Source: an optimization exercise on an open RTL-to-GDS flow (aim: small area). Production flows keep margins and buffers that such runs may drop.
At most, simulation tests tie the RTL to the original design; equivalence was not proved.
Power and IR drop assume default switching activity.

== v6 ==
==> flow/design.v <==
module sccb_slave #(
    parameter logic [7:0] DEV_ID      = 8'h60,
    parameter int         SYNC_STAGES = 2
) (
    input  logic       clk,
    input  logic       rst_n,
    input  logic       scl_i,
    input  logic       sda_i,
    output logic       sda_oe,
    output logic       wr_strobe,
    output logic [7:0] wr_addr,
    output logic [7:0] wr_data,
    input  logic [7:0] dbg_addr,
    output logic [7:0] dbg_data,
    output logic       busy
);
    typedef enum logic [3:0] {
        ST_IDLE,
        ST_ID,
        ST_ID_ACK,
        ST_SUB,
        ST_SUB_ACK,
        ST_WDATA,
        ST_WDATA_ACK,
        ST_WAIT_STOP
    } state_t;
    localparam logic [6:0] ID7 = DEV_ID[7:1];
    logic [SYNC_STAGES-1:0] scl_sync_q;
    logic [SYNC_STAGES-1:0] sda_sync_q;
    logic                   scl_h_q;
    logic                   sda_h_q;
    logic                   scl_s;
    logic                   sda_s;
    logic                   scl_rise;
    logic                   scl_fall;
    logic                   start;
    logic                   stop;
    state_t      state_q, state_d;
    logic [3:0]  cnt_q, cnt_d;
    logic [7:0]  shift_q, shift_d;
    logic [7:0]  sub_q, sub_d;
    logic        oe_q, oe_d;
    logic        stb_q, stb_d;
    logic [7:0]  addr_q, addr_d;
    logic [7:0]  data_q, data_d;
    logic        we;
    logic        rx_phase;
    logic        byte_done;
    logic        id_hit;
    logic [7:0]  regfile_q [256];
    logic [4:0]  clr_q;
    logic        clearing;
    logic [15:0] hi_en;
    logic [15:0] lo_en;
    logic [7:0]  wdata;
    logic        dbg_ok;
    logic [7:0]  dbg_raw;
    assign scl_s     = scl_sync_q[SYNC_STAGES-1];
    assign sda_s     = sda_sync_q[SYNC_STAGES-1];
    assign scl_rise  = scl_s & ~scl_h_q;
    assign scl_fall  = ~scl_s & scl_h_q;
    assign start     = scl_s & sda_h_q & ~sda_s;
    assign stop      = scl_s & ~sda_h_q & sda_s;
    assign rx_phase  = (state_q == ST_ID) ||
                       (state_q == ST_SUB) ||
                       (state_q == ST_WDATA);
    assign byte_done = scl_fall && (cnt_q == 4'd8);
    assign id_hit    = (shift_q[7:1] == ID7);
    always_ff @(posedge clk or negedge rst_n) begin
        if (!rst_n) begin
            scl_sync_q <= '1;
            sda_sync_q <= '1;
            scl_h_q    <= 1'b1;
            sda_h_q    <= 1'b1;
        end else begin
            scl_sync_q <= {scl_sync_q[SYNC_STAGES-2:0], scl_i};
            sda_sync_q <= {sda_sync_q[SYNC_STAGES-2:0], sda_i};
            scl_h_q    <= scl_s;
            sda_h_q    <= sda_s;
        end
    end
    always_ff @(posedge clk or negedge rst_n) begin
        if (!rst_n) begin
            state_q <= ST_IDLE;
            cnt_q   <= '0;
            shift_q <= '0;
            sub_q   <= '0;
            oe_q    <= 1'b0;
            stb_q   <= 1'b0;
            addr_q  <= '0;
            data_q  <= '0;
        end else begin
            state_q <= state_d;
            cnt_q   <= cnt_d;
            shift_q <= shift_d;
            sub_q   <= sub_d;
            oe_q    <= oe_d;
            stb_q   <= stb_d;
            addr_q  <= addr_d;
            data_q  <= data_d;
        end
    end
    always_ff @(posedge clk or negedge rst_n) begin
        if (!rst_n) begin
            clr_q <= '0;
        end else if (clearing) begin
            clr_q <= clr_q + 5'd1;
        end
    end
    assign clearing = ~clr_q[4];
    assign wdata    = clearing ? 8'h00 : shift_q;
    always_comb begin
        for (int h = 0; h < 16; h++) begin
            hi_en[h] = clearing ? (clr_q[3:0] == h[3:0])
                                : (we && (sub_q[7:4] == h[3:0]));
        end
        for (int l = 0; l < 16; l++) begin
            lo_en[l] = clearing || (sub_q[3:0] == l[3:0]);
        end
    end
    always_ff @(posedge clk) begin
        for (int i = 0; i < 256; i++) begin
            if (hi_en[i/16] && lo_en[i%16]) begin
                regfile_q[i] <= wdata;
            end
        end
    end
    always_comb begin
        state_d = state_q;
        cnt_d   = cnt_q;
        shift_d = shift_q;
        sub_d   = sub_q;
        oe_d    = oe_q;
        stb_d   = 1'b0;
        addr_d  = addr_q;
        data_d  = data_q;
        we      = 1'b0;
        if (start) begin
            state_d = ST_ID;
            cnt_d   = '0;
            oe_d    = 1'b0;
        end else if (stop) begin
            state_d = ST_IDLE;
            oe_d    = 1'b0;
        end else begin
            if (scl_rise && rx_phase) begin
                shift_d = {shift_q[6:0], sda_s};
                cnt_d   = cnt_q + 4'd1;
            end
            unique case (state_q)
                ST_ID: begin
                    if (byte_done) begin
                        if (id_hit && !shift_q[0]) begin
                            state_d = ST_ID_ACK;
                            oe_d    = 1'b1;
                        end else begin
                            state_d = ST_WAIT_STOP;
                        end
                    end
                end
                ST_ID_ACK: begin
                    if (scl_fall) begin
                        cnt_d   = '0;
                        oe_d    = 1'b0;
                        state_d = ST_SUB;
                    end
                end
                ST_SUB: begin
                    if (byte_done) begin
                        sub_d   = shift_q;
                        oe_d    = 1'b1;
                        state_d = ST_SUB_ACK;
                    end
                end
                ST_SUB_ACK: begin
                    if (scl_fall) begin
                        cnt_d   = '0;
                        oe_d    = 1'b0;
                        state_d = ST_WDATA;
                    end
                end
                ST_WDATA: begin
                    if (byte_done) begin
                        oe_d    = 1'b1;
                        state_d = ST_WDATA_ACK;
                    end
                end
                ST_WDATA_ACK: begin
                    if (scl_rise) begin
                        we     = 1'b1;
                        stb_d  = 1'b1;
                        addr_d = sub_q;
                        data_d = shift_q;
                    end else if (scl_fall) begin
                        oe_d    = 1'b0;
                        state_d = ST_WAIT_STOP;
                    end
                end
                ST_IDLE, ST_WAIT_STOP: begin
                end
                default: begin
                    state_d = ST_IDLE;
                    oe_d    = 1'b0;
                end
            endcase
        end
    end
    assign dbg_raw   = regfile_q[dbg_addr];
    assign dbg_ok    = clr_q[4] || (dbg_addr[7:4] < clr_q[3:0]);
    assign sda_oe    = oe_q;
    assign wr_strobe = stb_q;
    assign wr_addr   = addr_q;
    assign wr_data   = data_q;
    assign dbg_data  = dbg_raw & {8{dbg_ok}};
    assign busy      = (state_q != ST_IDLE);
endmodule
==> flow/config.mk <==
export PLATFORM = sky130hd
export DESIGN_NAME = sccb_slave
export DESIGN_NICKNAME = sccb_slave
export VERILOG_FILES = /design/flow/design.v
export SDC_FILE = /design/flow/constraint.sdc
export NUM_CORES = 4
export LEC_CHECK = 0
export CAP_MARGIN = 20
export CORE_MARGIN = 2
export CORE_UTILIZATION = 25
export PLACE_DENSITY = 0.3
export SLEW_MARGIN = 20
==> flow/constraint.sdc <==
create_clock -name core_clock -period 15.0 [get_ports {clk}]
set_input_delay 3.0000 -clock core_clock [delete_from_list [all_inputs] [get_ports {clk}]]
set_output_delay 3.0000 -clock core_clock [all_outputs]
set_load 0.01 [all_outputs]
run.sh (not shown) runs the stock make flow with config.mk's settings and CLKGATE_MAP_FILE= SYNTH_SCRIPT=/design/flow/synth_recipe.tcl, a recipe that flattens the netlist after the stock synthesis.
v6 completed; timing, DRC and antenna clean
Changes in v7 relative to v6:
--- a/flow/design.v
+++ b/flow/design.v
@@ -49,11 +49,4 @@
     logic        id_hit;
     logic [7:0]  regfile_q [256];
-    logic [4:0]  clr_q;
-    logic        clearing;
-    logic [15:0] hi_en;
-    logic [15:0] lo_en;
-    logic [7:0]  wdata;
-    logic        dbg_ok;
-    logic [7:0]  dbg_raw;
     assign scl_s     = scl_sync_q[SYNC_STAGES-1];
     assign sda_s     = sda_sync_q[SYNC_STAGES-1];
@@ -103,25 +96,9 @@
     always_ff @(posedge clk or negedge rst_n) begin
         if (!rst_n) begin
-            clr_q <= '0;
-        end else if (clearing) begin
-            clr_q <= clr_q + 5'd1;
-        end
-    end
-    assign clearing = ~clr_q[4];
-    assign wdata    = clearing ? 8'h00 : shift_q;
-    always_comb begin
-        for (int h = 0; h < 16; h++) begin
-            hi_en[h] = clearing ? (clr_q[3:0] == h[3:0])
-                                : (we && (sub_q[7:4] == h[3:0]));
-        end
-        for (int l = 0; l < 16; l++) begin
-            lo_en[l] = clearing || (sub_q[3:0] == l[3:0]);
-        end
-    end
-    always_ff @(posedge clk) begin
-        for (int i = 0; i < 256; i++) begin
-            if (hi_en[i/16] && lo_en[i%16]) begin
-                regfile_q[i] <= wdata;
+            for (int i = 0; i < 256; i++) begin
+                regfile_q[i] <= '0;
             end
+        end else if (we) begin
+            regfile_q[sub_q] <= shift_q;
         end
     end
@@ -206,11 +183,9 @@
         end
     end
-    assign dbg_raw   = regfile_q[dbg_addr];
-    assign dbg_ok    = clr_q[4] || (dbg_addr[7:4] < clr_q[3:0]);
     assign sda_oe    = oe_q;
     assign wr_strobe = stb_q;
     assign wr_addr   = addr_q;
     assign wr_data   = data_q;
-    assign dbg_data  = dbg_raw & {8{dbg_ok}};
+    assign dbg_data  = regfile_q[dbg_addr];
     assign busy      = (state_q != ST_IDLE);
 endmodule
[summary]
- Count of inserted antenna diode cells ended up 25 higher on v7 than on v6.
- Delta (v7 minus v6): combinational power comparable; routing usage on met2 now larger.
- Between v6 and v7, the flow reports fmax decreasing by a few percent.
- v7 packs its core looser than v6.
- The die of v7 is larger than the one used in v6.
- Compared with v6, in v7 non-clock buffer instance count of the final layout saw a decrease, total power per unit cell area moved down.
- Of v7 and v6, the run reporting the lower total stage count of the critical path was v6.
- Re number of iterations in the first detailed-routing pass: v7 is 2 up on v6.
- v7: number of filler instances in the final layout about 17% above v6
- Launch point of the worst path = dbg_addr[7]: v7; launch point of the worst path = dbg_addr[4]: v6
The RTL of v7 was laid out without a check of its function.

[static timing again, ports no longer ideal]
How much do the figures lean on ideal ports? The routed layouts below were timed once more, with nothing changed but the port constraints. Step 1 sets driving cells, clkbuf_16 on the clock port and buf_2 on the other inputs (assumed; they add their load-dependent delay and slew). Step 2 adds t to the input delays and takes it off the output delays; t is the mean of the earliest and latest rising clock arrival at the registers after step 1. Input paths then give back, and output paths get back, about the clock's delay inside the block. Slacks: no drivers / after step 1 / after step 2; pairs: no drivers / after step 1.
run | shift t [ns] | setup slack, ns | worst setup path at the end | latest minus earliest clock arrival (ns) | slew at the worst register clock pin (ns)
v6 | 1.016 | 3.009 / 2.982 / 2.982 | input to output | 0.050 / 0.050 | 0.07 / 0.07
v7 | 1.048 | 2.483 / 2.458 / 2.458 | input to output | 0.081 / 0.081 | 0.06 / 0.06
After both steps every run listed still meets setup and hold. The setup slack of v6, which loses most, moves by -0.027 ns with the drivers and by -0.027 ns with both steps.
